What follows belongs to an exercise in optimizing a design on an open flow for small area, a short achievable clock period and few clock cycles per item; a production flow would make more cautious choices.
Where RTL was checked, it was by simulation tests only, not by an equivalence proof against the original.
Only the layout flow was run in run 1; the RTL was not checked for function there.
Power is estimated from default activity; no workload was simulated.

$ cat flow/run.sh
#!/bin/bash
# synth_recipe.tcl (not shown) runs the flow's synth.tcl, then flattens the netlist and writes it again
# the make line also repeats each setting of config.mk as NAME=value (left out here)
make -C /OpenROAD-flow-scripts/flow DESIGN_CONFIG=/design/flow/config.mk WORK_HOME=/design/flow/orfs CLKGATE_MAP_FILE= SYNTH_SCRIPT=/design/flow/synth_recipe.tcl finish
$ cat flow/config.mk
export PLATFORM = sky130hd
export DESIGN_NAME = pitch_core
export DESIGN_NICKNAME = pitch_core
export VERILOG_FILES = /design/flow/design.v
export SDC_FILE = /design/flow/constraint.sdc
export NUM_CORES = 4
export LEC_CHECK = 0
export CAP_MARGIN = 20
export CORE_MARGIN = 2
export CORE_UTILIZATION = 40
export SETUP_SLACK_MARGIN = 5
export SLEW_MARGIN = 20
$ cat flow/constraint.sdc
create_clock -name core_clock -period 10.0 [get_ports {i_clk}]
set_input_delay 2.0000 -clock core_clock [delete_from_list [all_inputs] [get_ports {i_clk}]]
set_output_delay 2.0000 -clock core_clock [all_outputs]
set_load 0.01 [all_outputs]
$ cat flow/design.v
package audio_pkg;
    typedef logic signed [15:0] sample_t;    
    typedef struct packed {
        sample_t left;                       
        sample_t right;
    } stereo_t;
    typedef logic [$clog2(16)-1:0] win_idx_t;
    typedef struct packed {
        logic first;                         
        logic last;                          
    } frame_tag_t;
    typedef struct packed {
        logic     slot;
        win_idx_t index;
        stereo_t  data;
    } buf_wr_t;
    localparam logic [16*16-1:0] hann_coef = {
        16'd1247,  16'd4799,  16'd10114, 16'd16384,
        16'd22654, 16'd27969, 16'd31522, 16'd32768,
        16'd31522, 16'd27969, 16'd22654, 16'd16384,
        16'd10114, 16'd4799,  16'd1247,  16'd0
    };
endpackage
package sdram_pkg;
    typedef logic [23-1:0] mem_addr_t;    
    typedef logic [31:0]              mem_data_t;    
    typedef struct packed {
        logic      read;
        logic      write;
        mem_addr_t addr;
        mem_data_t writedata;                        
    } mem_req_t;
endpackage
module pitch_mul_a (
    input  logic [15:0] x,
    input  logic [3:0]  cidx,
    output logic [15:0] s,
    output logic [15:0] c,
    output logic        cin
);
    logic [30:0] xs, nx;
    logic [30:0] r0, r1, r2, r3, r4, k, rt;
    always_comb begin
        xs = {{15{x[15]}}, x};
        nx = ~xs;
        r0 = '0; r1 = '0; r2 = '0; r3 = '0; r4 = '0; k = '0;
        rt = '0;
        case (cidx)
            4'd0: begin  end    
            4'd1: begin r0 = xs << 10; r1 = xs << 8; r2 = nx << 5; r3 = nx << 0; k = 31'd33; end    
            4'd2: begin r0 = xs << 12; r1 = xs << 10; r2 = nx << 8; r3 = nx << 6; r4 = nx << 0; k = 31'd321; end    
            4'd3: begin r0 = xs << 13; r1 = xs << 11; r2 = nx << 7; r3 = xs << 1; k = 31'd128; end    
            4'd4: begin r0 = xs << 14; end    
            4'd5: begin r0 = nx << 13; r1 = nx << 11; r2 = xs << 7; r3 = nx << 1; k = 31'd10242; rt = {xs[15:0], 15'd0}; end    
            4'd6: begin r0 = nx << 12; r1 = nx << 10; r2 = xs << 8; r3 = xs << 6; r4 = xs << 0; k = 31'd5120; rt = {xs[15:0], 15'd0}; end    
            4'd7: begin r0 = nx << 10; r1 = nx << 8; r2 = xs << 5; r3 = xs << 1; k = 31'd1280; rt = {xs[15:0], 15'd0}; end    
            4'd8: begin rt = {xs[15:0], 15'd0}; end    
            4'd9: begin r0 = nx << 10; r1 = nx << 8; r2 = xs << 5; r3 = xs << 1; k = 31'd1280; rt = {xs[15:0], 15'd0}; end    
            4'd10: begin r0 = nx << 12; r1 = nx << 10; r2 = xs << 8; r3 = xs << 6; r4 = xs << 0; k = 31'd5120; rt = {xs[15:0], 15'd0}; end    
            4'd11: begin r0 = nx << 13; r1 = nx << 11; r2 = xs << 7; r3 = nx << 1; k = 31'd10242; rt = {xs[15:0], 15'd0}; end    
            4'd12: begin r0 = xs << 14; end    
            4'd13: begin r0 = xs << 13; r1 = xs << 11; r2 = nx << 7; r3 = xs << 1; k = 31'd128; end    
            4'd14: begin r0 = xs << 12; r1 = xs << 10; r2 = nx << 8; r3 = nx << 6; r4 = nx << 0; k = 31'd321; end    
            4'd15: begin r0 = xs << 10; r1 = xs << 8; r2 = nx << 5; r3 = nx << 0; k = 31'd33; end    
        endcase
    end
    logic [30:0] t0, u0, m0;
    assign t0 = r0 ^ r1 ^ r2;
    assign m0 = (r0 & r1) | (r0 & r2) | (r1 & r2);
    assign u0 = {m0[29:0], 1'b0};
    logic [30:0] t1, u1, m1;
    assign t1 = r3 ^ r4 ^ k;
    assign m1 = (r3 & r4) | (r3 & k) | (r4 & k);
    assign u1 = {m1[29:0], 1'b0};
    logic [30:0] t2, u2, m2;
    assign t2 = t0 ^ u0 ^ t1;
    assign m2 = (t0 & u0) | (t0 & t1) | (u0 & t1);
    assign u2 = {m2[29:0], 1'b0};
    logic [30:0] t3, u3, m3;
    assign t3 = t2 ^ u2 ^ u1;
    assign m3 = (t2 & u2) | (t2 & u1) | (u2 & u1);
    assign u3 = {m3[29:0], 1'b0};
    logic [30:0] t4, u4, m4;
    assign t4 = t3 ^ u3 ^ rt;
    assign m4 = (t3 & u3) | (t3 & rt) | (u3 & rt);
    assign u4 = {m4[29:0], 1'b0};
    logic [15:0] lo_sum;
    assign lo_sum = {1'b0, t4[14:0]} + {1'b0, u4[14:0]};
    assign cin = lo_sum[15];
    assign s = t4[30:15];
    assign c = u4[30:15];
endmodule
module pitch_core (
    input  logic       i_clk,
    input  logic       reset,
    input  logic       start,
    input  sdram_pkg::mem_addr_t  src_addr,
    input  sdram_pkg::mem_addr_t  dst_addr,
    input  logic [3:0] speed,
    output logic       done,
    output sdram_pkg::mem_req_t   mem_req,
    input  sdram_pkg::mem_data_t  mem_readdata,
    input  logic       finished
);
    typedef sdram_pkg::mem_addr_t mem_addr_t;
    typedef enum logic [2:0] {S_IDLE, S_HDR, S_LEN, S_WALK, S_END, S_DONE} state_e;
    state_e      st;
    logic        hdr_first;
    logic [3:0]  h;
    logic        lt8;                
    logic        eq8;                
    logic [2:0]  step;               
    logic [2:0]  r;                  
    mem_addr_t   srcq;               
    mem_addr_t   dstq;               
    logic [23:0] lmh;                
    logic [23:0] remh;               
    mem_addr_t   wa;                 
    mem_addr_t   rp;                 
    logic [3:0]  d;                  
    logic        first;              
    logic [1:0]  nsh;                
    logic [31:0] lo, hi, nxt;
    logic        nxt_v;
    logic        nx_ok;              
    logic        nx_wrap;            
    logic [3:0]  nx_d;
    logic [2:0]  nx_inc;             
    logic        nx_sh;              
    logic [1:0]  cstep;
    logic [15:0] a_x;
    logic [3:0]  a_c;
    logic        a_v, a_last, a_ch, a_init;
    logic [15:0] qs, qc;
    logic        qcin;
    logic        q_v, q_last, q_ch, q_init;
    logic [15:0] acc_l, acc_r;
    logic [31:0] res;
    logic        res_v;
    mem_addr_t   res_addr;
    logic        req_rd, req_wr;
    mem_addr_t   req_addr;
    logic [31:0] req_wdata;
    assign mem_req = {req_rd, req_wr, req_addr, req_wdata};
    logic [4:0]  dsum;
    logic        wrap_d;
    logic [3:0]  dn_d;
    logic [2:0]  inc_d;
    always_comb begin
        if (lt8) begin
            wrap_d = (d >= h);
            dsum   = wrap_d ? {1'b0, d - h} : {1'b0, d} + {2'b0, step};
            inc_d  = step;
        end else begin
            dsum   = {1'b0, d} + {2'b0, step};
            wrap_d = (dsum >= {1'b0, h});
            if (wrap_d) dsum = dsum - {1'b0, h};
            inc_d  = wrap_d ? {2'b0, eq8} : step;
        end
        dn_d = dsum[3:0];
    end
    logic        chain_end, last_chain, pf_next;
    assign chain_end  = nx_wrap & remh[23];
    assign last_chain = ((r + 3'd1) == step);
    assign pf_next    = lt8 ? (nx_sh || (!remh[23] && remh[22:3] != 20'd0)) : !chain_end;
    logic        has_out, pos_ok;
    logic [1:0]  c_last;
    logic        slot_ok, issue, issue_last, advance;
    logic        port_free, rd_fin, avail, fetched;
    logic [1:0]  need, nsh_after;
    logic        shift_now;
    logic        fin_now, wr_avail, rd_possible, want_cur, want_pf, wr_issue, rd_issue;
    mem_addr_t   rd_addr;
    assign has_out = (d[3] == 1'b0);
    assign pos_ok  = (st == S_WALK) && (nsh == 2'd0);
    assign c_last  = first ? 2'd1 : 2'd3;
    assign fin_now    = q_v && q_last;                   
    assign slot_ok    = !(a_v && a_last) && !fin_now && !res_v;
    assign issue      = pos_ok && has_out && ((cstep != c_last) || (slot_ok && nx_ok));
    assign issue_last = issue && (cstep == c_last);
    assign advance    = pos_ok && nx_ok && (!has_out || issue_last);
    assign port_free = !(req_rd | req_wr) | finished;
    assign rd_fin    = finished & req_rd & (st == S_WALK);
    assign avail     = nxt_v | rd_fin;
    assign fetched   = nxt_v | req_rd;
    always_comb begin
        if (!advance)       need = nsh;
        else if (chain_end) need = last_chain ? 2'd0 : (lt8 ? 2'd2 : 2'd1);
        else                need = {1'b0, nx_sh};
    end
    assign shift_now = (st == S_WALK) && (need != 2'd0) && avail;
    assign nsh_after = need - {1'b0, shift_now};
    assign wr_avail    = res_v || fin_now;
    assign rd_possible = (st == S_WALK) && !req_rd && !nxt_v;
    assign want_cur    = (nsh != 2'd0);
    assign want_pf     = pos_ok && nx_ok && (pf_next || (chain_end && !last_chain));
    assign wr_issue    = port_free && wr_avail && !(rd_possible && want_cur);
    assign rd_issue    = port_free && rd_possible && !wr_issue && (want_cur || want_pf);
    assign rd_addr     = (pos_ok && chain_end) ? srcq : rp;
    logic [15:0] x;
    logic [31:0] head, tail;
    logic [15:0] ms, mc;
    logic        mcin;
    always_comb begin
        head = lt8 ? lo : hi;
        tail = (lt8 | eq8) ? hi : lo;
        case (cstep)
            2'd0: x = head[31:16];
            2'd1: x = head[15:0];
            2'd2: x = tail[31:16];
            default: x = tail[15:0];
        endcase
    end
    pitch_mul_a i_mul (.x(a_x), .cidx(a_c), .s(ms), .c(mc), .cin(mcin));
    logic [15:0] acc_in, sum;
    logic [31:0] out_word;
    assign acc_in   = q_init ? 16'd0 : (q_ch ? acc_r : acc_l);
    assign sum      = acc_in + qs + qc + {15'd0, qcin};
    assign out_word = q_ch ? {acc_l, sum} : {sum, acc_r};
    always_ff @(posedge i_clk) begin
        if (reset) begin
            st            <= S_IDLE;
            done          <= 1'b0;
            req_rd  <= 1'b0;
            req_wr <= 1'b0;
            nsh           <= 2'd0;
            nxt_v         <= 1'b0;
            a_v           <= 1'b0;
            q_v           <= 1'b0;
            res_v         <= 1'b0;
        end else begin
            done <= 1'b0;
            a_v  <= issue;
            q_v  <= a_v;
            if (port_free) begin
                req_rd  <= 1'b0;
                req_wr <= 1'b0;
            end
            if (wr_issue) req_wr <= 1'b1;
            if (rd_issue) req_rd  <= 1'b1;
            if (st == S_WALK) nsh <= nsh_after;
            if (shift_now)   nxt_v <= 1'b0;
            else if (rd_fin) nxt_v <= 1'b1;
            if (fin_now && !wr_issue) res_v <= 1'b1;
            else if (wr_issue)        res_v <= 1'b0;
            case (st)
                S_IDLE: if (start) begin
                    req_rd <= 1'b1;
                    st           <= S_HDR;
                end
                S_HDR: if (finished) st <= S_LEN;
                S_LEN: begin
                    if (lmh[22:4] == 19'd0) begin
                        st <= S_END;
                    end else begin
                        nsh <= lt8 ? 2'd2 : 2'd1;
                        st  <= S_WALK;
                    end
                end
                S_WALK: if (advance && chain_end && last_chain) st <= S_END;
                S_END: begin
                    if (!a_v && !q_v && !res_v && (!req_wr || finished)) begin
                        done <= 1'b1;
                        st   <= S_DONE;
                    end
                end
                S_DONE: st <= S_IDLE;
                default: st <= S_IDLE;
            endcase
        end
    end
    always_ff @(posedge i_clk) begin
        a_x     <= x;
        a_c     <= {cstep[1], d[2:0]};
        a_ch    <= cstep[0];
        a_init  <= (cstep[1] == 1'b0) || (d == 4'd0);
        a_last  <= (cstep == c_last);
        qs      <= ms;
        qc      <= mc;
        qcin    <= mcin;
        q_ch    <= a_ch;
        q_init  <= a_init;
        q_last  <= a_last;
        nx_wrap <= wrap_d;
        nx_d    <= dn_d;
        nx_inc  <= inc_d;
        nx_sh   <= lt8 ? !wrap_d : 1'b1;
        nx_ok   <= 1'b1;
        if (shift_now) begin
            lo <= hi;
            hi <= nxt_v ? nxt : mem_readdata;
        end else if (rd_fin) begin
            nxt <= mem_readdata;
        end
        if (q_v) begin
            if (q_ch) acc_r <= sum;
            else      acc_l <= sum;
        end
        if (fin_now) res <= out_word;
        if (wr_issue) begin
            req_addr      <= res_addr;
            req_wdata <= res_v ? res : out_word;
        end
        if (rd_issue) begin
            req_addr <= rd_addr;
            rp           <= rd_addr + mem_addr_t'(step);
        end
        case (st)
            S_IDLE: begin
                srcq      <= src_addr;
                dstq      <= dst_addr;
                h         <= (speed == 4'd0) ? 4'd8 : speed;
                hdr_first <= 1'b1;
                req_addr <= src_addr;
            end
            S_HDR: begin
                hdr_first <= 1'b0;
                if (hdr_first) begin
                    srcq <= srcq + 1'b1;
                    dstq <= dstq + 1'b1;
                    lt8  <= (h < 4'd8);
                    eq8  <= (h == 4'd8);
                    step <= (h < 4'd8) ? 3'(4'd8 - h) : (h == 4'd8) ? 3'd1 : 3'(h - 4'd8);
                end
                lmh <= {1'b0, mem_readdata[31:9]};
            end
            S_LEN: begin
                lmh   <= lmh - 24'd16 - {20'd0, h};
                remh  <= lmh - 24'd16 - {20'd0, h};
                r     <= 3'd0;
                d     <= 4'd0;
                first <= 1'b1;
                wa    <= dstq;
                rp    <= srcq;
                srcq  <= srcq + 1'b1;
                dstq  <= dstq + 1'b1;
                cstep <= 2'd0;
                nx_ok <= 1'b0;
            end
            S_WALK: begin
                if (issue) cstep <= cstep + 2'd1;
                if (issue_last) res_addr <= wa;
                if (advance) begin
                    nx_ok <= 1'b0;
                    if (chain_end) begin
                        r     <= r + 3'd1;
                        d     <= {1'b0, r + 3'd1};
                        first <= 1'b1;
                        remh  <= lmh;
                        wa    <= dstq;
                        dstq  <= dstq + 1'b1;
                        srcq  <= srcq + 1'b1;
                        cstep <= 2'd0;
                        if (!fetched && !rd_issue) rp <= srcq;
                    end else begin
                        d  <= nx_d;
                        wa <= wa + mem_addr_t'(nx_inc);
                        if (nx_wrap) begin
                            first <= 1'b0;
                            remh  <= remh - {20'd0, h};
                        end
                        cstep <= (nx_d == 4'd0 && !(first && !nx_wrap)) ? 2'd2 : 2'd0;
                    end
                end
            end
            default: ;
        endcase
    end
endmodule
==> impl_metrics.py, run 1 <==
metrics = {
    "outcome": {
        "status": "finished clean",
    },
    "critical_path": {
        "path_cells": "buf_8 -> nand2b_1 -> mux2i_2 -> nand2_4 -> inv_6 -> nor2_4 -> a21oi_1 -> o32ai_2 -> fa_1 -> inv_1 -> ha_1 -> inv_1 -> fa_1 -> inv_1 -> ha_1 -> ha_1 -> a21o_1 -> a21o_1 -> a21o_1 -> a21oi_1 -> o21ai_0 -> a21oi_1 -> o21ai_0",
        "slowest_stage": "fa_1",
        "critPathBufInv": 5,
        "cp.required_ps": 10470,
        "crit_family": "adder cells",
        "crit_path_max_incr_delay_ps": 570,
        "critical_path_arrival_ps": 5360,
        "critPathKind": "register to register",
        "path_max_fanout": 30,
        "cp-start-kind": "register",
        "crit_path_end_kind": "register",
    },
    "route": {
        "viasPerCell": 5.648,
        "first_pass_iters": 6,
        "ant_nets": 0,
        "vias": 22124,
        "detail_route.wl_per_cell_um": 20.33,
        "drcViolationCount": 0,
        "drt_iter0_markers": 1843,
        "wirelength_mm": 79.62,
    },
    "placement": {
        "place.gp.congestion": 0.8983,
        "dpl_cell_area_um2": 31930,
        "dp_hpwl_mm": 56.58,
        "io_buffers": 143,
    },
    "sta": {
        "period_minus_slack_ps": 4887,
        "tns_ps": 0,
        "worstMarginPinSlew_ps": 1060,
        "fmax_mhz": 204.6,
        "fin_crit_sh": 0.4887,
        "hold_viol": 0,
        "grt_setup_unrepaired": "true",
        "hold_slack_ps": 327.3,
        "finalMaxSlewViolations": 0,
        "slew_headroom": 0.2933,
        "final.setup_skew_ps": 51.02,
        "setup_viol": 0,
    },
    "synth": {
        "synth_adder_area_share": 0.1168,
        "synth-xor-area-share": 0.04943,
        "synth_seq_cells": 479,
        "synth_top_cell_by_area": "edfxtp_1",
        "synth_nets": 3125,
        "synth_cell_types": 96,
        "syn_avg_cell_area_um2": 10.50,
        "synth_top_area_share": 0.3793,
        "synthCells": 2829,
        "ys.flop_type": "edfxtp_1",
        "synth-edff-count": 375,
        "yosysWarningCount": 2,
        "async_reset_ff_frac": 0,
        "yosys-top-cells-area": "edfxtp_1 (38%), fa_1 (7.6%), dfxtp_1 (7.0%)",
        "synth_top_family_by_area": "simple AND/OR/NAND/NOR gates",
        "syn-cell-area_um2": 29690,
        "seq_area_frac_synth": 0.4494,
        "synthMuxAreaShare": 0.07615,
        "synth_compound_area_frac": 0.1300,
        "synthSimpleGateAreaFrac": 0.1389,
    },
    "grt": {
        "grt_pass1_wl_mm": 125.7,
        "grt_antenna_before_repair": 3,
        "grt_pass1_vias": 22139,
        "met3_usage": 0.02645,
        "track_usage": 0.2042,
        "grt-busiest-layer": "met2",
        "met1_usage": 0.2720,
        "use_met2": 0.3508,
        "grt_overflow_total": 0,
        "grt_max_degree": 91,
    },
    "job": {
        "cap_viol_max_count": 0,
    },
    "clocking": {
        "holdBufCountCts": 0,
        "clkTransAtPathRegs_ps": 60,
        "cts_root_buf": "clkbuf_16",
        "cts.sinks": 479,
        "clkLatencyLatePin_ps": 630,
        "htreeDepth": 2,
        "clk_path_buf_depth": 3,
        "cts_made_buffers": 55,
        "cts_tree": "done",
    },
    "pwr": {
        "leakagePower_uw": 0.01291,
        "ir_drop_mv": 0.1448,
        "p_per_area_nw_per_um2": 254.1,
        "finalPower_uw": 8703,
    },
    "floorplanning": {
        "core_um2": 73210,
        "num_rows": 99,
        "ioPinCount": 144,
        "die_w_um": 276.4,
        "die_area_um2": 76420,
        "dieHeight_um": 276.4,
        "start_util": 0.4056,
    },
    "finish": {
        "layout-drive-gt1-share": 0.1187,
        "area_growth_syn_to_layout_pct": 15.38,
        "fin_area_um2": 34260,
        "final_nets": 3206,
    },
    "worst_hold_path": {
        "hold_path_class": "register to register",
    },
}
==> cell type report <==
type	instances	area, um^2
clock buffers	65	1475
clock inverters	39	519.2
inverters	123	474.2
well taps	959	1200
fillers	6686	38950
flip-flops and latches	479	13340
diodes	1	2.502
multi-input cells	2055	15340
repair buffers	196	1897
==> routing by layer <==
| layer | part of all wire | up-vias |
|---|---|---|
| li1 | - | 10396 |
| met1 | 0.43 | 10925 |
| met2 | 0.49 | 695 |
| met3 | 0.052 | 106 |
| met4 | 0.021 | 2 |
| met5 | 0.00020 | - |
==> worst reg2reg max path, delay by kind of cell (launching register included) <==
kind | cells | cell delay [ps]
DFF | 1 | 340
buffers and inverters | 5 | 530
AOI/OAI and AO/OA | 9 | 1350
adders and majority gates | 5 | 1940
and+or+nand+nor | 3 | 380
muxes | 1 | 240
==> registers in the layout, summed over array words and instances (netlist names), 4 cells and up <==
register,count
a_c,4
a_x,16
acc_l,16
acc_r,16
d,4
dstq,23
h,4
hi,32
lmh,24
lo,32
nx_d,4
nxt,32
qc,16
qs,16
remh,24
req_addr,23
req_wdata,32
res,32
res_addr,23
rp,23
srcq,23
wa,23
==> path summary, 6_finish.rpt <==
path / end / depth (start not counted) / startpoint / slack (ps)
min reg2reg: q_ch / 0 / a_ch / 330
max: qcin / 23 / a_c[3] / 5110
max reg2reg: qcin / 23 / a_c[3] / 5110
min: q_ch / 0 / a_ch / 330
==> kinds of logic (layout without fill, tap and decap cells) <==
kind of cell / Yosys count / after routing
AND/OR/NAND/NOR: 881 / 882
AO/OA/AOI/OAI: 589 / 589
flip-flops: 479 / 479
buffers and inverters: 296 / 423
adder cells (fa/ha/maj): 210 / 210
multiplexers: 208 / 208
XOR/XNOR: 166 / 166
other: 0 / 1
==> report_power, final <==
part | switching [uW] | leakage, uW | internal [uW]
Combinational | 1960 | 0.00758 | 1500
Sequential | 356 | 0.00437 | 2700
Clock | 853 | 0.000962 | 1340
==> stage by stage <==
step / utilization / cells / worst slack [ps]
2_1_floorplan: - / 2829 / 5133
3_3_place_gp: 0.4360 / 3789 / 4066
3_5_place_dp: 0.4361 / 3790 / 4030
4_1_cts: 0.4652 / 3902 / 5004
5_1_grt: 0.4679 / 3917 / 4855
6_report: 0.4679 / 3917 / 5113
==> placed cells by master, fill, tap and decap left out, types with 20 or more instances in the layout <==
master / netlist / final
edfxtp_1: 375 / 375
nand2_1: 315 / 313
nor2_1: 242 / 234
o21ai_0: 171 / 171
clkdlybuf4s50_1: 0 / 143
mux2_2: 139 / 139
a21oi_1: 130 / 129
inv_1: 117 / 116
fa_1: 112 / 112
dfxtp_1: 104 / 103
xnor2_1: 102 / 102
ha_1: 98 / 98
mux2i_1: 68 / 66
nand3_1: 64 / 64
xor2_1: 63 / 63
clkbuf_16: 0 / 56
nor3_1: 48 / 46
buf_4: 3 / 46
a21o_1: 37 / 37
and3_1: 33 / 33
a211oi_1: 30 / 30
and2_1: 30 / 29
o31ai_1: 27 / 27
nand4_1: 25 / 25
nand2b_1: 21 / 21
o211ai_1: 20 / 20
==> cells in the mapped netlist, drive strengths merged, types with 6 or more instances <==
| master | n |
|---|---|
| a2111oi | 13 |
| nand3 | 64 |
| nand3b | 6 |
| xor2 | 63 |
| nor2 | 243 |
| nand4 | 26 |
| nor4 | 22 |
| or3 | 14 |
| mux2i | 68 |
| a31oi | 14 |
| fa | 112 |
| a211oi | 30 |
| nand2b | 21 |
| o2111ai | 6 |
| xnor2 | 102 |
| o21ai | 175 |
| and3 | 33 |
| o21a | 7 |
| buf | 55 |
| and2 | 30 |
| nor3 | 49 |
| nor2b | 21 |
| a21o | 37 |
| a221oi | 11 |
| o22ai | 11 |
| a21oi | 131 |
| edfxtp | 375 |
| a22oi | 9 |
| a211o | 13 |
| ha | 98 |
| a21boi | 10 |
| or2 | 7 |
| mux2 | 140 |
| inv | 119 |
| a222oi | 16 |
| nand2 | 317 |
| dfxtp | 104 |
| nor3b | 7 |
| o211ai | 21 |
| a22o | 8 |
| clkbuf | 118 |
| o31ai | 27 |
==> repair_timing <==
item	4_1_cts	5_1_grt
gates resized for setup	18	17
buffers inserted	7	12
gates cloned	1	0
setup endpoints to repair	16	33
pin swaps	3	0
==> inputs of run 2 (changes only) <==
--- a/flow/design.v
+++ b/flow/design.v
@@ -164,3 +164,5 @@
     assign last_chain = ((r + 3'd1) == step);
-    assign pf_next    = lt8 ? (nx_sh || (!remh[23] && remh[22:3] != 20'd0)) : !chain_end;
+    logic        chain_end_d;
+    assign chain_end_d = wrap_d & remh[23];
+    assign pf_next    = lt8 ? (!wrap_d || (!remh[23] && remh[22:3] != 20'd0)) : !chain_end_d;
     logic        has_out, pos_ok;
@@ -195,6 +197,6 @@
     assign want_cur    = (nsh != 2'd0);
-    assign want_pf     = pos_ok && nx_ok && (pf_next || (chain_end && !last_chain));
+    assign want_pf     = pos_ok && (pf_next || (chain_end_d && !last_chain));
     assign wr_issue    = port_free && wr_avail && !(rd_possible && want_cur);
     assign rd_issue    = port_free && rd_possible && !wr_issue && (want_cur || want_pf);
-    assign rd_addr     = (pos_ok && chain_end) ? srcq : rp;
+    assign rd_addr     = (pos_ok && chain_end_d) ? srcq : rp;
     logic [15:0] x;
==> flow/flow/run.sh (new file) <==
#!/bin/bash
set -e
MARGIN=${MARGIN:-7}
bash standard.sh finish SETUP_SLACK_MARGIN=$MARGIN > standard.log 2>&1
==> flow/standard.sh (new file) <==
#!/bin/bash
# synth_recipe.tcl (not shown) runs the flow's synth.tcl, then flattens the netlist and writes it again
# the make line also repeats each setting of config.mk as NAME=value (left out here)
make -C /OpenROAD-flow-scripts/flow DESIGN_CONFIG=/design/flow/config.mk WORK_HOME=/design/flow/orfs CLKGATE_MAP_FILE= SYNTH_SCRIPT=/design/flow/synth_recipe.tcl "${@:-finish}"
removed: flow/run.sh
==> impl_metrics.py, run 2 <==
metrics = {
    "pwr": {
        "switchingPower_uw": 5335,
        "ir_drop_mv": 0.1952,
        "finalPower_uw": 13160,
        "intPower_uw": 7823,
        "p_per_area_nw_per_um2": 327.8,
        "p_comb_frac": 0.593,
        "p_seq_frac": 0.259,
        "clockPowerShare": 0.148,
        "switching_share": 0.4055,
        "leakagePower_uw": 0.01498,
    },
    "synth": {
        "yosysWarningCount": 2,
        "synth_seq_cells": 479,
        "yosys-top-cells-area": "edfxtp_1 (37%), fa_1 (7.5%), dfxtp_1 (6.9%)",
        "syn-cell-area_um2": 30090,
        "synth.most_common_cell": "edfxtp_1",
        "synth_nets": 3183,
        "synthCells": 2886,
        "ys.flop_type": "edfxtp_1",
        "synth_top_area_share": 0.3742,
        "synth-edff-count": 375,
        "synth_top_cell_by_area": "edfxtp_1",
        "synth_common_cells": "edfxtp_1 (375), nand2_1 (282), nor2_1 (221), o21ai_0 (183), mux2_2 (150)",
        "syn_avg_cell_area_um2": 10.43,
        "async_reset_ff_frac": 0,
        "seq_area_frac_synth": 0.4434,
        "synth_cell_types": 93,
    },
    "clocking": {
        "cts_made_buffers": 53,
        "htreeDepth": 2,
        "cts_tree": "done",
        "cts_root_buf": "clkbuf_16",
        "clkLatencyLatePin_ps": 630,
        "clkTransAtPathRegs_ps": 60,
        "clk_path_buf_depth": 3,
        "cts.sinks": 479,
    },
    "finish": {
        "final_common_cell": "edfxtp_1",
        "area_growth_syn_to_layout_pct": 33.41,
        "layout_common_cells": "edfxtp_1 (375), nand2_1 (262), nor2_1 (181)",
        "utilization": 0.5392,
        "num-fill-cells": 6187,
        "layout-drive-gt1-share": 0.3301,
        "final_nets": 3518,
    },
    "sta": {
        "grt_setup_unrepaired": "true",
        "slew_headroom": 0.2694,
        "setup_viol": 0,
        "period_minus_slack_ps": 4447,
        "worstMarginPinSlew_ps": 1096,
        "worst_slack_ps": 5553,
        "fin_crit_sh": 0.4447,
        "tns_ps": 0,
        "hold_viol": 0,
        "final.setup_skew_ps": 41.97,
        "finalMaxSlewViolations": 0,
        "fmax_mhz": 224.9,
    },
    "grt": {
        "met3_usage": 0.04189,
        "grt_pass1_wl_mm": 143.7,
        "met1_usage": 0.3164,
        "grt_pass1_vias": 24429,
        "grt_antenna_before_repair": 3,
        "use_met2": 0.3846,
        "grt_max_degree": 91,
        "track_usage": 0.2361,
        "grt-busiest-layer": "met2",
        "grt_overflow_total": 0,
    },
    "route": {
        "viasPerCell": 5.867,
        "first_pass_iters": 8,
        "detail_route.wl_per_cell_um": 22.74,
        "wirelength_mm": 96.31,
        "drt_iter0_markers": 2802,
        "vias": 24853,
        "drcViolationCount": 0,
        "ant_nets": 0,
    },
    "floorplanning": {
        "core_um2": 74450,
        "die_w_um": 278.3,
        "num_rows": 100,
        "start_util": 0.4042,
        "dieHeight_um": 278.3,
        "die_area_um2": 77430,
        "ioPinCount": 144,
    },
    "critical_path": {
        "cp-start-kind": "register",
        "r2r_slack_ps": 5550,
        "critical_path_arrival_ps": 4990,
        "reg2reg_from": "d[0]",
        "cp.required_ps": 10550,
        "setup.worst_path.end": "rp[14]",
        "path_max_fanout": 5,
        "worstSetupStartpoint": "d[0]",
        "critPathKind": "register to register",
        "crit_path_end_kind": "register",
        "r2r_end": "rp[14]",
        "r2r_cells": 20,
    },
    "placement": {
        "dp_slack_ps": 4044,
        "io_buffers": 143,
        "dp_hpwl_mm": 58.35,
        "place.gp.congestion": 0.9367,
    },
    "job": {
        "cap_viol_max_count": 0,
    },
    "worst_hold_path": {
        "hold_path_class": "register to register",
    },
    "outcome": {
        "status": "finished clean",
    },
}
## run 2: metal layers
metal | routed length [um] | up-vias
met5 | 37 | -
li1 | - | 11175
met3 | 7149 | 282
met4 | 3523 | 6
met2 | 45370 | 1122
met1 | 40230 | 12268
## run 2: power by group through the flow
stage	combinational, uW	sequential (uW)	clock (uW)
after floorplan	4420	3170	0
after global placement	5600	3400	0
after detailed placement	5740	3410	0
after CTS	7000	3370	1990
after global routing	8580	3450	2060
final	7800	3410	1950
## run 2: critical path, stage by stage (launching register included)
cell and delay (ps):
edfxtp_1 490, ha_4 220, fa_2 400, xor2_4 220, ha_4 310, nand2_4 50, o21ai_4 180, a21bo_4 220
nand2_8 90, mux2_4 220, ha_4 130, inv_2 40, fa_2 360, nor2b_4 190, buf_6 140, or2_4 190
nand2_2 120, nor3_4 180, o22ai_1 120, a221o_1 350, a31oi_1 160
## run 2: cell type report
class | instances | area (um^2) | area share
Clock buffer | 89 | 1607 | 0.04002
Clock inverter | 11 | 123.9 | 0.003086
Sequential cell | 479 | 13400 | 0.3338
Timing Repair Buffer | 452 | 4713 | 0.1174
Tap cell | 969 | 1212 | 0.03020
Antenna cell | 1 | 2.502 | 0.00006234
Timing Repair inverter | 1 | 7.507 | 0.0001870
Multi-Input combinational cell | 2085 | 18470 | 0.4602
Inverter | 149 | 605.6 | 0.01509
## run 2: what timing repair did
| action | in CTS | in global routing |
|---|---|---|
| endpoints found under the setup margin | 509 | 360 |
| pin swaps | 171 | 139 |
| gates cloned | 31 | 3 |
| buffers inserted | 176 | 77 |
| hold buffers | 0 | 0 |
| gates resized for setup | 641 | 216 |
## run 2: logic make-up after synthesis
group | Yosys count | share of synthesized area
flops | 479 | 0.4434
compound gates | 653 | 0.1395
buf+inv | 334 | 0.04329
mux | 224 | 0.08075
simple gates | 814 | 0.1269
fa+ha+maj | 211 | 0.1157
xor+xnor | 171 | 0.05048
## run 2: worst min path at each step
stage                     startpoint  endpoint  slack [ps]  depth (start not counted)
final                         a_init    q_init         330                          0
after global routing          a_init    q_init         330                          0
after CTS                     a_init    q_init         330                          0
after detailed placement      a_init    q_init         310                          0
after global placement          a_ch      q_ch         310                          0
after floorplan                 a_ch      q_ch         310                          0
## run 2: through the flow
step | instances | hold slack [ps] | area [um^2]
floorplan | 2886 | 309.5 | 31220
global placement | 3847 | 314.9 | 33160
detailed placement | 3847 | 312.8 | 33170
CTS | 4154 | 326.7 | 38400
global route | 4235 | 329.7 | 40140
finish | 4236 | 326.4 | 40140
Testbench counts of run 2, summed over its fixed seeds: cycles 107,727, words 16,960.
==> inputs of run 3 (changes only) <==
==> flow/run.sh (new file) <==
#!/bin/bash
# synth_recipe.tcl (not shown) runs the flow's synth.tcl, then flattens the netlist and writes it again
# the make line also repeats each setting of config.mk as NAME=value (left out here)
make -C /OpenROAD-flow-scripts/flow DESIGN_CONFIG=/design/flow/config.mk WORK_HOME=/design/flow/orfs CLKGATE_MAP_FILE= SYNTH_SCRIPT=/design/flow/synth_recipe.tcl finish
removed: flow/flow/run.sh
removed: flow/standard.sh
==> impl_metrics.py, run 3 <==
metrics = {
    "outcome": {
        "status": "finished clean",
    },
    "critical_path": {
        "r2r_end": "qcin",
        "reg2reg_from": "a_c[1]",
        "crit_path_end_kind": "register",
        "path_max_fanout": 57,
        "cp.required_ps": 10490,
        "worstSetupStartpoint": "a_c[1]",
        "critPathKind": "register to register",
        "critical_path_arrival_ps": 5370,
        "cp-start-kind": "register",
        "r2r_cells": 17,
        "r2r_slack_ps": 5110,
    },
    "pwr": {
        "p_comb_frac": 0.498,
        "p_per_area_nw_per_um2": 313.5,
        "p_seq_frac": 0.310,
        "switchingPower_uw": 4442,
        "intPower_uw": 6470,
        "ir_drop_mv": 0.1611,
        "switching_share": 0.4071,
        "leakagePower_uw": 0.01287,
        "clockPowerShare": 0.193,
    },
    "sta": {
        "setup_viol": 0,
        "final.setup_skew_ps": 36.11,
        "worst_slack_ps": 5113,
        "worstMarginPinSlew_ps": 1101,
        "fmax_mhz": 204.6,
        "grt_setup_unrepaired": "true",
        "slew_headroom": 0.2644,
        "hold_slack_ps": 323.9,
        "tns_ps": 0,
        "fin_crit_sh": 0.4887,
        "period_minus_slack_ps": 4887,
        "finalMaxSlewViolations": 0,
        "hold_viol": 0,
    },
    "synth": {
        "yosysWarningCount": 2,
        "synthSimpleGateAreaFrac": 0.1269,
        "synth_cell_types": 93,
        "async_reset_ff_frac": 0,
        "synth_top_area_share": 0.3742,
        "synthCells": 2886,
        "synthMuxAreaShare": 0.08075,
        "synth-edff-count": 375,
        "seq_area_frac_synth": 0.4434,
        "synth_compound_area_frac": 0.1395,
        "synth-xor-area-share": 0.05048,
        "synth.most_common_cell": "edfxtp_1",
        "synth_adder_area_share": 0.1157,
        "ys.flop_type": "edfxtp_1",
        "yosys-top-cells-area": "edfxtp_1 (37%), fa_1 (7.5%), dfxtp_1 (6.9%)",
        "syn-cell-area_um2": 30090,
        "synth_top_cell_by_area": "edfxtp_1",
        "synth_seq_cells": 479,
        "synth_nets": 3183,
        "synth_common_cells": "edfxtp_1 (375), nand2_1 (282), nor2_1 (221), o21ai_0 (183), mux2_2 (150)",
        "synth_top_family_by_area": "compound AO/OA/AOI/OAI gates",
        "syn_avg_cell_area_um2": 10.43,
    },
    "finish": {
        "layout-drive-gt1-share": 0.1249,
        "final_common_cell": "edfxtp_1",
        "area_growth_syn_to_layout_pct": 15.67,
        "num-fill-cells": 6811,
        "fin_area_um2": 34800,
        "layout_common_cells": "edfxtp_1 (375), nand2_1 (279), nor2_1 (214)",
        "insertedDiodeCount": 0,
        "final_nets": 3274,
        "fin_cells": 3988,
    },
    "clocking": {
        "htreeDepth": 2,
        "holdBufCountCts": 0,
        "clkTransAtPathRegs_ps": 70,
        "clkLatencyLatePin_ps": 620,
        "clk_path_buf_depth": 3,
        "cts_root_buf": "clkbuf_16",
        "cts.sinks": 479,
        "cts_tree": "done",
        "cts_made_buffers": 54,
    },
    "route": {
        "viasPerCell": 5.733,
        "drt_iter0_markers": 2324,
        "vias": 22863,
        "ant_nets": 0,
        "drcViolationCount": 0,
        "detail_route.wl_per_cell_um": 21.12,
        "wirelength_mm": 84.22,
        "first_pass_iters": 8,
    },
    "placement": {
        "placed_cells": 3856,
        "dp_slack_ps": 4286,
        "dp_hpwl_mm": 58.38,
        "place.gp.congestion": 0.9182,
        "dpl_cell_area_um2": 32380,
        "io_buffers": 143,
    },
    "grt": {
        "grt_overflow_total": 0,
        "grt_pass1_vias": 22822,
        "grt_pass1_wl_mm": 131.0,
        "grt_max_degree": 91,
        "track_usage": 0.2127,
        "grt_antenna_before_repair": 2,
    },
    "floorplanning": {
        "dieHeight_um": 278.3,
        "die_w_um": 278.3,
        "start_util": 0.4042,
        "num_rows": 100,
        "ioPinCount": 144,
        "die_area_um2": 77430,
        "core_um2": 74450,
    },
    "worst_hold_path": {
        "hold-path-endpoint": "q_ch",
        "min_from": "a_ch",
        "whs_path_depth": 0,
        "hold_path_class": "register to register",
    },
    "job": {
        "cap_viol_max_count": 0,
    },
}
-- run 3: cell counts after synthesis --
Identical to the previous run, type by type.
-- run 3: per-layer routing --
layer,GRT usage,vias to the layer above,wire (um)
met5,0,-,23
met4,0.06611,4,2285
met3,0.03005,147,5193
met2,0.3522,844,39980
met1,0.2885,11220,36730
li1,-,10648,-
-- run 3: repair_timing --
| action | in CTS | in global routing |
|---|---|---|
| gates resized for setup | 29 | 20 |
| gates cloned | 2 | 3 |
| buffers inserted | 17 | 12 |
| setup endpoints to repair | 38 | 21 |
| pin swaps | 3 | 3 |
-- run 3: power by group through the flow --
| stage | Combinational (uW) | Sequential, uW | Clock [uW] |
|---|---|---|---|
| 2_1_floorplan | 3990 | 3160 | 0 |
| 4_1_cts | 5430 | 3360 | 2150 |
| 6_report | 5430 | 3380 | 2100 |
| 3_5_place_dp | 5290 | 3400 | 0 |
| 3_3_place_gp | 5140 | 3400 | 0 |
| 5_1_grt | 6190 | 3430 | 2230 |
-- run 3: metrics by stage --
stage / util / power (uW)
floorplan: - / 7149
global placement: 0.4348 / 8539
detailed placement: 0.4350 / 8695
CTS: 0.4640 / 10940
global route: 0.4675 / 11840
finish: 0.4675 / 10910
-- run 3: final cells by class --
cell class	count	area [um^2]	share of cell area
repair buffers	219	2145	0.06162
clock buffers	65	1414	0.04062
well taps	969	1212	0.03483
inverters	149	574.3	0.01650
flip-flops and latches	479	13350	0.3835
multi-input cells	2074	15660	0.4500
clock inverters	33	447.9	0.01287
-- run 3: cells by family (layout without fill, tap and decap cells) --
kind of cell,count (synthesis),count (layout)
mux,224,224
flops,479,479
fa+ha+maj,211,211
simple gates,814,814
xor+xnor,171,171
buf+inv,334,466
compound gates,653,654
-- run 3: worst max path at each step --
stage | end | slack [ps]
6_report | qcin | 5110
3_3_place_gp | qcin | 4400
4_1_cts | qcin | 4990
3_5_place_dp | qcin | 4290
5_1_grt | qcin | 4850
2_1_floorplan | qcin | 5080
-- run 3: critical path, stage by stage, from the launching register on --
cell and delay [ps]:
dfxtp_1 380, buf_12 260, or3_1 150, a21bo_2 200, clkinvlp_4 190, buf_4 190, nor2_1 120, a21oi_1 70
a221oi_2 450, a21boi_0 330, fa_1 470, fa_1 520, fa_1 570, inv_1 50, ha_1 300, ha_1 300
a21oi_1 120, o21ai_0 80
==> inputs of run 4 (changes only) <==
--- a/flow/design.v
+++ b/flow/design.v
@@ -36,32 +36,57 @@
     input  logic [3:0]  cidx,
-    output logic [15:0] s,
-    output logic [15:0] c,
+    output logic [22:0] s,
+    output logic [22:0] c,
     output logic        cin
 );
-    logic [30:0] xs, nx;
+    logic [30:0] xs;
     logic [30:0] r0, r1, r2, r3, r4, k, rt;
+    logic [3:0] e0;
+    logic n0;
+    logic [2:0] e1;
+    logic n1;
+    logic [2:0] e2;
+    logic n2;
+    logic [2:0] e3;
+    logic n3;
+    logic [0:0] e4;
+    logic n4;
+    logic et;
+    assign xs = {{15{x[15]}}, x};
     always_comb begin
-        xs = {{15{x[15]}}, x};
-        nx = ~xs;
-        r0 = '0; r1 = '0; r2 = '0; r3 = '0; r4 = '0; k = '0;
-        rt = '0;
+        e0 = '0; n0 = 1'b0; e1 = '0; n1 = 1'b0; e2 = '0; n2 = 1'b0; e3 = '0; n3 = 1'b0; e4 = '0; n4 = 1'b0; et = 1'b0; k = '0;
         case (cidx)
             4'd0: begin  end    
-            4'd1: begin r0 = xs << 10; r1 = xs << 8; r2 = nx << 5; r3 = nx << 0; k = 31'd33; end    
-            4'd2: begin r0 = xs << 12; r1 = xs << 10; r2 = nx << 8; r3 = nx << 6; r4 = nx << 0; k = 31'd321; end    
-            4'd3: begin r0 = xs << 13; r1 = xs << 11; r2 = nx << 7; r3 = xs << 1; k = 31'd128; end    
-            4'd4: begin r0 = xs << 14; end    
-            4'd5: begin r0 = nx << 13; r1 = nx << 11; r2 = xs << 7; r3 = nx << 1; k = 31'd10242; rt = {xs[15:0], 15'd0}; end    
-            4'd6: begin r0 = nx << 12; r1 = nx << 10; r2 = xs << 8; r3 = xs << 6; r4 = xs << 0; k = 31'd5120; rt = {xs[15:0], 15'd0}; end    
-            4'd7: begin r0 = nx << 10; r1 = nx << 8; r2 = xs << 5; r3 = xs << 1; k = 31'd1280; rt = {xs[15:0], 15'd0}; end    
-            4'd8: begin rt = {xs[15:0], 15'd0}; end    
-            4'd9: begin r0 = nx << 10; r1 = nx << 8; r2 = xs << 5; r3 = xs << 1; k = 31'd1280; rt = {xs[15:0], 15'd0}; end    
-            4'd10: begin r0 = nx << 12; r1 = nx << 10; r2 = xs << 8; r3 = xs << 6; r4 = xs << 0; k = 31'd5120; rt = {xs[15:0], 15'd0}; end    
-            4'd11: begin r0 = nx << 13; r1 = nx << 11; r2 = xs << 7; r3 = nx << 1; k = 31'd10242; rt = {xs[15:0], 15'd0}; end    
-            4'd12: begin r0 = xs << 14; end    
-            4'd13: begin r0 = xs << 13; r1 = xs << 11; r2 = nx << 7; r3 = xs << 1; k = 31'd128; end    
-            4'd14: begin r0 = xs << 12; r1 = xs << 10; r2 = nx << 8; r3 = nx << 6; r4 = nx << 0; k = 31'd321; end    
-            4'd15: begin r0 = xs << 10; r1 = xs << 8; r2 = nx << 5; r3 = nx << 0; k = 31'd33; end    
+            4'd1: begin e0[3] = 1'b1; e1[2] = 1'b1; e2[2] = 1'b1; n2 = 1'b1; e3[2] = 1'b1; n3 = 1'b1; k = 31'd2; end    
+            4'd2: begin e0[2] = 1'b1; e1[1] = 1'b1; e2[0] = 1'b1; n2 = 1'b1; e3[0] = 1'b1; n3 = 1'b1; e4[0] = 1'b1; n4 = 1'b1; k = 31'd3; end    
+            4'd3: begin e0[1] = 1'b1; e1[0] = 1'b1; e2[1] = 1'b1; n2 = 1'b1; e3[1] = 1'b1; k = 31'd1; end    
+            4'd4: begin e0[0] = 1'b1; end    
+            4'd5: begin e0[1] = 1'b1; n0 = 1'b1; e1[0] = 1'b1; n1 = 1'b1; e2[1] = 1'b1; e3[1] = 1'b1; n3 = 1'b1; et = 1'b1; k = 31'd3; end    
+            4'd6: begin e0[2] = 1'b1; n0 = 1'b1; e1[1] = 1'b1; n1 = 1'b1; e2[0] = 1'b1; e3[0] = 1'b1; e4[0] = 1'b1; et = 1'b1; k = 31'd2; end    
+            4'd7: begin e0[3] = 1'b1; n0 = 1'b1; e1[2] = 1'b1; n1 = 1'b1; e2[2] = 1'b1; e3[1] = 1'b1; et = 1'b1; k = 31'd2; end    
+            4'd8: begin et = 1'b1; end    
+            4'd9: begin e0[3] = 1'b1; n0 = 1'b1; e1[2] = 1'b1; n1 = 1'b1; e2[2] = 1'b1; e3[1] = 1'b1; et = 1'b1; k = 31'd2; end    
+            4'd10: begin e0[2] = 1'b1; n0 = 1'b1; e1[1] = 1'b1; n1 = 1'b1; e2[0] = 1'b1; e3[0] = 1'b1; e4[0] = 1'b1; et = 1'b1; k = 31'd2; end    
+            4'd11: begin e0[1] = 1'b1; n0 = 1'b1; e1[0] = 1'b1; n1 = 1'b1; e2[1] = 1'b1; e3[1] = 1'b1; n3 = 1'b1; et = 1'b1; k = 31'd3; end    
+            4'd12: begin e0[0] = 1'b1; end    
+            4'd13: begin e0[1] = 1'b1; e1[0] = 1'b1; e2[1] = 1'b1; n2 = 1'b1; e3[1] = 1'b1; k = 31'd1; end    
+            4'd14: begin e0[2] = 1'b1; e1[1] = 1'b1; e2[0] = 1'b1; n2 = 1'b1; e3[0] = 1'b1; n3 = 1'b1; e4[0] = 1'b1; n4 = 1'b1; k = 31'd3; end    
+            4'd15: begin e0[3] = 1'b1; e1[2] = 1'b1; e2[2] = 1'b1; n2 = 1'b1; e3[2] = 1'b1; n3 = 1'b1; k = 31'd2; end    
+            default: ;
         endcase
     end
+    assign r0 = (({31{e0[0]}} & (xs << 14))
+        | ({31{e0[1]}} & (xs << 13))
+        | ({31{e0[2]}} & (xs << 12))
+        | ({31{e0[3]}} & (xs << 10))) ^ {31{n0}};
+    assign r1 = (({31{e1[0]}} & (xs << 11))
+        | ({31{e1[1]}} & (xs << 10))
+        | ({31{e1[2]}} & (xs << 8))) ^ {31{n1}};
+    assign r2 = (({31{e2[0]}} & (xs << 8))
+        | ({31{e2[1]}} & (xs << 7))
+        | ({31{e2[2]}} & (xs << 5))) ^ {31{n2}};
+    assign r3 = (({31{e3[0]}} & (xs << 6))
+        | ({31{e3[1]}} & (xs << 1))
+        | ({31{e3[2]}} & (xs << 0))) ^ {31{n3}};
+    assign r4 = (({31{e4[0]}} & (xs << 0))) ^ {31{n4}};
+    assign rt = {31{et}} & {xs[15:0], 15'd0};
     logic [30:0] t0, u0, m0;
@@ -86,7 +111,7 @@
     assign u4 = {m4[29:0], 1'b0};
-    logic [15:0] lo_sum;
-    assign lo_sum = {1'b0, t4[14:0]} + {1'b0, u4[14:0]};
-    assign cin = lo_sum[15];
-    assign s = t4[30:15];
-    assign c = u4[30:15];
+    logic [8:0] lo_sum;
+    assign lo_sum = {1'b0, t4[7:0]} + {1'b0, u4[7:0]};
+    assign cin = lo_sum[8];
+    assign s = t4[30:8];
+    assign c = u4[30:8];
 endmodule
@@ -105,3 +130,3 @@
     typedef sdram_pkg::mem_addr_t mem_addr_t;
-    typedef enum logic [2:0] {S_IDLE, S_HDR, S_LEN, S_WALK, S_END, S_DONE} state_e;
+    typedef enum logic [2:0] {S_IDLE, S_HDR, S_LEN, S_LEN2, S_WALK, S_END, S_DONE} state_e;
     state_e      st;
@@ -133,3 +158,3 @@
     logic        a_v, a_last, a_ch, a_init;
-    logic [15:0] qs, qc;
+    logic [22:0] qs, qc;             
     logic        qcin;
@@ -162,7 +187,9 @@
     logic        chain_end, last_chain, pf_next;
-    assign chain_end  = nx_wrap & remh[23];
+    assign chain_end  = remh[23] & (nx_wrap | (!lt8 & nx_d[3]));
     assign last_chain = ((r + 3'd1) == step);
     logic        chain_end_d;
-    assign chain_end_d = wrap_d & remh[23];
+    assign chain_end_d = remh[23] & (wrap_d | (!lt8 & dn_d[3]));
     assign pf_next    = lt8 ? (!wrap_d || (!remh[23] && remh[22:3] != 20'd0)) : !chain_end_d;
+    logic [23:0] rem_sub;
+    assign rem_sub = remh - ((st == S_LEN) ? 24'd16 : {20'd0, h});
     logic        has_out, pos_ok;
@@ -203,3 +230,3 @@
     logic [31:0] head, tail;
-    logic [15:0] ms, mc;
+    logic [22:0] ms, mc;
     logic        mcin;
@@ -216,2 +243,3 @@
     pitch_mul_a i_mul (.x(a_x), .cidx(a_c), .s(ms), .c(mc), .cin(mcin));
+    logic [22:0] tot;
     logic [15:0] acc_in, sum;
@@ -219,3 +247,4 @@
     assign acc_in   = q_init ? 16'd0 : (q_ch ? acc_r : acc_l);
-    assign sum      = acc_in + qs + qc + {15'd0, qcin};
+    assign tot      = {acc_in, 7'd0} + qs + qc + {22'd0, qcin};
+    assign sum      = tot[22:7];
     assign out_word = q_ch ? {acc_l, sum} : {sum, acc_r};
@@ -253,9 +282,6 @@
                 S_HDR: if (finished) st <= S_LEN;
-                S_LEN: begin
-                    if (lmh[22:4] == 19'd0) begin
-                        st <= S_END;
-                    end else begin
-                        nsh <= lt8 ? 2'd2 : 2'd1;
-                        st  <= S_WALK;
-                    end
+                S_LEN: st <= (lmh[22:4] == 19'd0) ? S_END : S_LEN2;
+                S_LEN2: begin
+                    nsh <= lt8 ? 2'd2 : 2'd1;
+                    st  <= S_WALK;
                 end
@@ -307,4 +333,5 @@
             req_addr <= rd_addr;
-            rp           <= rd_addr + mem_addr_t'(step);
+            rp       <= rd_addr;
         end
+        if (rd_fin) rp <= rp + mem_addr_t'(step);
         case (st)
@@ -326,7 +353,9 @@
                 end
-                lmh <= {1'b0, mem_readdata[31:9]};
+                lmh  <= {1'b0, mem_readdata[31:9]};
+                remh <= {1'b0, mem_readdata[31:9]};
             end
-            S_LEN: begin
-                lmh   <= lmh - 24'd16 - {20'd0, h};
-                remh  <= lmh - 24'd16 - {20'd0, h};
+            S_LEN: remh <= rem_sub;
+            S_LEN2: begin
+                lmh   <= rem_sub;
+                remh  <= rem_sub;
                 r     <= 3'd0;
@@ -361,3 +390,3 @@
                             first <= 1'b0;
-                            remh  <= remh - {20'd0, h};
+                            remh  <= rem_sub;
                         end
==> impl_metrics.py, run 4 <==
metrics = {
    "outcome": {
        "status": "finished clean",
    },
    "finish": {
        "layout_common_cells": "edfxtp_1 (375), nand2_1 (246), nor2_1 (170)",
        "num-fill-cells": 6538,
        "final_common_cell": "edfxtp_1",
        "final_nets": 2976,
        "insertedDiodeCount": 0,
        "layout-drive-gt1-share": 0.1113,
        "area_growth_syn_to_layout_pct": 14.35,
        "fin_cells": 3673,
    },
    "pwr": {
        "leakagePower_uw": 0.01258,
        "clockPowerShare": 0.283,
        "switching_share": 0.3281,
        "p_seq_frac": 0.407,
        "switchingPower_uw": 2324,
        "intPower_uw": 4759,
        "p_comb_frac": 0.310,
        "finalPower_uw": 7083,
        "ir_drop_mv": 0.1495,
        "p_per_area_nw_per_um2": 213.1,
    },
    "synth": {
        "synth_top_area_share": 0.3874,
        "syn_avg_cell_area_um2": 11.25,
        "ys.flop_type": "edfxtp_1",
        "seq_area_frac_synth": 0.4749,
        "synth.most_common_cell": "edfxtp_1",
        "synth_top_cell_by_area": "edfxtp_1",
        "yosysWarningCount": 2,
        "synth-edff-count": 375,
        "synth_cell_types": 94,
        "async_reset_ff_frac": 0,
        "synth_nets": 2884,
        "synth_common_cells": "edfxtp_1 (375), nand2_1 (246), nor2_1 (173), inv_1 (145), xnor2_1 (141)",
        "synth_seq_cells": 502,
        "synthCells": 2584,
        "syn-cell-area_um2": 29070,
        "yosys-top-cells-area": "edfxtp_1 (39%), dfxtp_1 (8.7%), fa_1 (7.9%)",
    },
    "job": {
        "cap_viol_max_count": 0,
    },
    "critical_path": {
        "path_cells": "ha_1 -> fa_1 -> ha_1 -> nor2b_1 -> o31ai_1 -> o211ai_1 -> a211o_2 -> a21oi_4 -> buf_4 -> or3_1 -> buf_4",
        "crit_family": "compound AO/OA/AOI/OAI gates",
        "critPathBufInv": 2,
        "path_max_fanout": 35,
        "cp.depth": 11,
        "r2r_slack_ps": 5380,
        "slowest_stage": "fa_1",
        "critical_path_arrival_ps": 4860,
        "crit_path_max_incr_delay_ps": 510,
        "critPathKind": "register to register",
        "crit_path_end_kind": "register",
        "cp-start-kind": "register",
        "cp.required_ps": 10240,
        "r2r_cells": 11,
    },
    "clocking": {
        "cts_tree": "done",
        "htreeDepth": 2,
        "clkTransAtPathRegs_ps": 60,
        "clkLatencyLatePin_ps": 650,
        "cts_made_buffers": 56,
        "cts-resized-gates": 0,
        "cts.sinks": 502,
        "clk_path_buf_depth": 3,
        "cts_root_buf": "clkbuf_16",
    },
    "floorplanning": {
        "die_area_um2": 74840,
        "die_w_um": 273.6,
        "ioPinCount": 144,
        "dieHeight_um": 273.6,
        "start_util": 0.4052,
        "num_rows": 98,
        "core_um2": 71730,
    },
    "sta": {
        "fmax_mhz": 216.4,
        "setup_viol": 0,
        "period_minus_slack_ps": 4621,
        "hold_viol": 0,
        "final.setup_skew_ps": 75.06,
        "slew_headroom": 0.2916,
        "fin_crit_sh": 0.4621,
        "worstMarginPinSlew_ps": 1063,
        "finalMaxSlewViolations": 0,
        "tns_ps": 0,
        "grt_setup_unrepaired": "false",
    },
    "placement": {
        "place.gp.congestion": 0.8901,
        "dp_hpwl_mm": 50.01,
        "placed_cells": 3565,
        "io_buffers": 143,
    },
    "route": {
        "drt_iter0_markers": 1586,
        "detail_route.wl_per_cell_um": 18.84,
        "wirelength_mm": 69.21,
        "ant_nets": 0,
        "viasPerCell": 5.385,
        "first_pass_iters": 8,
        "drcViolationCount": 0,
        "vias": 19779,
    },
    "grt": {
        "grt_antenna_before_repair": 2,
        "track_usage": 0.1847,
        "grt_pass1_wl_mm": 110.8,
        "grt_pass1_vias": 20043,
        "grt_overflow_total": 0,
        "grt_max_degree": 90,
    },
    "worst_hold_path": {
        "whs_path_depth": 0,
        "hold_path_class": "register to register",
    },
}
run 4: cell types whose count changed after synthesis, moves of 24 or more:
cell / delta
o21ai_1: -29
nand2_1: -36
xnor2_1: +29
nor2_1: -48
o22ai_1: -27
o21ai_0: -67
clkbuf_1: -24
a21oi_1: -32
a211oi_1: -29
run 4: final timing paths:
path,endpoint,start
max,req_addr[7],step[0]
max reg2reg,req_addr[7],step[0]
min,q_init,a_init
min reg2reg,q_init,a_init
run 4: per-layer routing:
layer	routed length, um	global-route usage	up-vias
met3	3505	0.02737	119
met2	33030	0.3058	512
met4	1675	0.05522	2
met1	30990	0.2503	9690
li1	-	-	9456
met5	17	0	-
run 4: per-stage QoR:
stage | cell area, um^2 | hold slack (ps) | utilization | worst slack [ps]
2_1_floorplan | 29070 | 309.6 | - | 5041
3_3_place_gp | 31410 | 338.7 | 0.4379 | 5100
3_5_place_dp | 31420 | 339.8 | 0.4380 | 5021
4_1_cts | 33190 | 329.1 | 0.4626 | 5231
5_1_grt | 33240 | 331.3 | 0.4633 | 5187
6_report | 33240 | 335.1 | 0.4633 | 5379
run 4: power by group through the flow:
stage / sequential, uW / clock, uW / combinational [uW]
after floorplan: 2860 / 0 / 1630
after global placement: 2920 / 0 / 2110
after detailed placement: 2930 / 0 / 2190
after CTS: 2890 / 2050 / 2210
after global routing: 2910 / 2130 / 2480
final: 2880 / 2000 / 2200
run 4: logic make-up after synthesis:
kind of cell	Yosys count	share of synthesized area
AO/OA/AOI/OAI	456	0.1071
XOR/XNOR	208	0.06319
adder cells (fa/ha/maj)	215	0.1219
buffers and inverters	290	0.03887
flip-flops	502	0.4749
multiplexers	214	0.08007
AND/OR/NAND/NOR	699	0.1139
run 4: final cells by class:
cell class,count,area [um^2],share of cell area
tap,950,1189,0.03576
inverter,148,555.5,0.01671
sequential,502,13800,0.4154
clock buffer,70,1454,0.04374
clock inverter,35,315.3,0.009487
multi-input combinational,1792,14220,0.4278
timing repair buffer,176,1699,0.05112
run 4: repair_timing:
| action | CTS | global route |
|---|---|---|
| setup buffers | 0 | 1 |
| setup endpoints to repair | 0 | 21 |
| hold buffers | 0 | 0 |
Testbench counts of run 4, summed over its fixed seeds: cycles 107,217, words 16,960.
==> inputs of run 5 (changes only) <==
==> flow/flow/run.sh (new file) <==
#!/bin/bash
set -e
MARGIN=${MARGIN:-7.2}
bash standard.sh finish SETUP_SLACK_MARGIN=$MARGIN > standard.log 2>&1
==> flow/standard.sh (new file) <==
#!/bin/bash
# synth_recipe.tcl (not shown) runs the flow's synth.tcl, then flattens the netlist and writes it again
# the make line also repeats each setting of config.mk as NAME=value (left out here)
make -C /OpenROAD-flow-scripts/flow DESIGN_CONFIG=/design/flow/config.mk WORK_HOME=/design/flow/orfs CLKGATE_MAP_FILE= SYNTH_SCRIPT=/design/flow/synth_recipe.tcl "${@:-finish}"
removed: flow/run.sh
==> impl_metrics.py, run 5 <==
metrics = {
    "outcome": {
        "status": "finished clean",
    },
    "sta": {
        "fin_crit_sh": 0.3707,
        "setup_viol": 0,
        "hold_viol": 0,
        "worstMarginPinSlew_ps": 1183,
        "grt_setup_unrepaired": "true",
        "fmax_mhz": 269.8,
        "period_minus_slack_ps": 3707,
        "slew_headroom": 0.2104,
        "hold_slack_ps": 338.3,
        "finalMaxSlewViolations": 0,
        "tns_ps": 0,
        "final.setup_skew_ps": 43.31,
    },
    "pwr": {
        "clockPowerShare": 0.248,
        "finalPower_uw": 8578,
        "intPower_uw": 5668,
        "ir_drop_mv": 0.1489,
        "switchingPower_uw": 2910,
        "p_per_area_nw_per_um2": 224.7,
        "p_comb_frac": 0.414,
        "switching_share": 0.3392,
        "leakagePower_uw": 0.01473,
        "p_seq_frac": 0.338,
    },
    "finish": {
        "fin_area_um2": 38180,
        "utilization": 0.5323,
        "multi_input_area_um2": 16890,
        "num-fill-cells": 6026,
        "final_nets": 3177,
        "insertedDiodeCount": 0,
        "layout-drive-gt1-share": 0.3241,
        "layout_common_cells": "edfxtp_1 (375), nand2_1 (202), nor2_1 (149)",
        "seqCellArea_um2": 13890,
        "final_common_cell": "edfxtp_1",
        "area_growth_syn_to_layout_pct": 31.36,
    },
    "synth": {
        "syn_avg_cell_area_um2": 11.25,
        "synth_cell_types": 94,
        "ys.flop_type": "edfxtp_1",
        "synth_common_cells": "edfxtp_1 (375), nand2_1 (246), nor2_1 (173), inv_1 (145), xnor2_1 (141)",
        "synth-edff-count": 375,
        "syn-cell-area_um2": 29070,
        "synthSimpleGateAreaFrac": 0.1139,
        "synth_adder_area_share": 0.1219,
        "synth_nets": 2884,
        "synthMuxAreaShare": 0.08007,
        "synth_compound_area_frac": 0.1071,
        "synth_top_cell_by_area": "edfxtp_1",
        "seq_area_frac_synth": 0.4749,
        "synthCells": 2584,
        "async_reset_ff_frac": 0,
        "synth-xor-area-share": 0.06319,
        "synth_top_area_share": 0.3874,
        "yosysWarningCount": 2,
        "synth_top_family_by_area": "adder cells",
        "synth_seq_cells": 502,
        "yosys-top-cells-area": "edfxtp_1 (39%), dfxtp_1 (8.7%), fa_1 (7.9%)",
        "synth.most_common_cell": "edfxtp_1",
    },
    "critical_path": {
        "critPathKind": "register to register",
        "cp-start-kind": "register",
        "path_max_fanout": 7,
        "cp.required_ps": 10510,
        "crit_path_end_kind": "register",
        "critical_path_arrival_ps": 4220,
    },
    "route": {
        "drt_iter0_markers": 1488,
        "met1_length_mm": 33.48,
        "first_pass_iters": 8,
        "viasPerCell": 5.437,
        "vias": 21069,
        "detail_route.wl_per_cell_um": 19.93,
        "wirelength_mm": 77.23,
        "wl_met3_mm": 3.481,
        "ant_nets": 0,
        "met2_length_mm": 38.07,
        "highest_layer": "met4",
        "drcViolationCount": 0,
    },
    "clocking": {
        "cts_root_buf": "clkbuf_16",
        "cts_made_buffers": 57,
        "cts_tree": "done",
        "htreeDepth": 2,
        "clkLatencyLatePin_ps": 640,
        "clk_path_buf_depth": 3,
        "clkTransAtPathRegs_ps": 60,
        "cts.sinks": 502,
    },
    "floorplanning": {
        "start_util": 0.4052,
        "die_area_um2": 74840,
        "core_um2": 71730,
        "dieHeight_um": 273.6,
        "ioPinCount": 144,
        "num_rows": 98,
        "die_w_um": 273.6,
    },
    "grt": {
        "grt_pass1_wl_mm": 120.1,
        "grt_pass1_vias": 21492,
        "track_usage": 0.2017,
        "grt_antenna_before_repair": 0,
        "grt_overflow_total": 0,
        "grt_max_degree": 90,
    },
    "placement": {
        "io_buffers": 143,
        "dp_hpwl_mm": 50.12,
        "dpl_cell_area_um2": 32410,
        "place.gp.congestion": 0.8528,
    },
    "worst_hold_path": {
        "hold_path_class": "register to register",
    },
    "job": {
        "cap_viol_max_count": 0,
    },
}
==> run 5: critical path: stages (launching register included) <==
cell and delay, ps:
edfxtp_1 470, ha_4 210, fa_2 430, xor2_4 200, ha_4 240, a41o_1 210
a211oi_2 150, o211ai_1 100, buf_4 170, a211o_4 350, buf_6 120, buf_6 110
a211oi_4 240, and2b_4 280, buf_12 150, a2bb2oi_2 120
==> run 5: routing by layer <==
| layer | global-route usage | up-vias |
|---|---|---|
| li1 | - | 9884 |
| met1 | 0.2665 | 10442 |
| met2 | 0.3424 | 594 |
| met3 | 0.02465 | 149 |
| met4 | 0.06831 | 0 |
| met5 | 0 | - |
==> run 5: cell type report <==
type                       instances  share of cell area
multi-input combinational       1796              0.4425
sequential                       502              0.3637
timing repair buffer             370             0.09658
clock buffer                      72             0.04047
tap                              950             0.03113
inverter                         148             0.01547
clock inverter                    35            0.009798
timing repair inverter             2           0.0003932
==> run 5: power groups by stage <==
stage                     Clock (uW)  Sequential [uW]  Combinational, uW
final                           2130             2900               3550
after global routing            2250             2930               3860
after CTS                       2180             2890               3090
after detailed placement           0             2930               2470
after global placement             0             2930               2390
after floorplan                    0             2860               1910
==> run 5: worst paths after layout <==
| path | cells past startpoint | slack, ps | end | from |
|---|---|---|---|---|
| hold / removal | 0 | 340 | q_ch | a_ch |
| setup / recovery | 15 | 6290 | rp[2] | step[0] |
| hold reg to reg | 0 | 340 | q_ch | a_ch |
| setup reg to reg | 15 | 6290 | rp[2] | step[0] |
==> run 5: through the flow <==
step	cells	setup slack, ps
global route	3875	6188
detailed placement	3559	4960
CTS	3816	6348
finish	3875	6293
floorplan	2584	6008
global placement	3558	4864
==> run 5: cell families (layout without fill, tap and decap cells) <==
kind of cell,after synthesis,in the layout
adders and majority gates,215,215
muxes,214,214
AOI/OAI and AO/OA,456,456
DFF,502,502
and+or+nand+nor,699,703
xor gates and xnor gates,208,208
buffers and inverters,290,627
==> run 5: repair_timing <==
item / in CTS / in global routing
pin swaps: 133 / 83
endpoints found under the setup margin: 555 / 424
resized for setup: 581 / 172
gates cloned: 17 / 3
hold endpoints to repair: 0 / 0
hold buffers: 0 / 0
setup buffers: 133 / 56

re-timing with driven ports:
The results above use ideal ports. As a check the final layouts listed here were re-extracted and re-timed, cells and wires unchanged.
Step 1 (the two cells are an assumption about what drives the block):
set clk [get_ports {i_clk}]
set_driving_cell -lib_cell sky130_fd_sc_hd__clkbuf_16 $clk
set_driving_cell -lib_cell sky130_fd_sc_hd__buf_2 [delete_from_list [all_inputs] $clk]
Step 2 times the ports against the registers' clock, not the clock port: input delays grow and output delays shrink by t, the midpoint of the rising clock arrivals with the driver on.
Three values: ideal, step 1, step 2; two values: the first two.
run | t, ns | setup WS [ns] | worst setup path at the end
run 1 | 0.665 | 5.113 / 5.113 / 4.675 | input to register
run 2 | 0.681 | 5.553 / 5.553 / 5.553 | register to register
run 3 | 0.663 | 5.113 / 5.113 / 4.613 | input to register
run 4 | 0.674 | 5.379 / 5.379 / 5.002 | input to register
run 5 | 0.688 | 6.293 / 6.293 / 6.162 | input to register
After both steps every run listed still meets setup and hold. The setup slack of run 3, which loses most, moves by 0.000 ns with the drivers and by -0.500 ns with both steps.
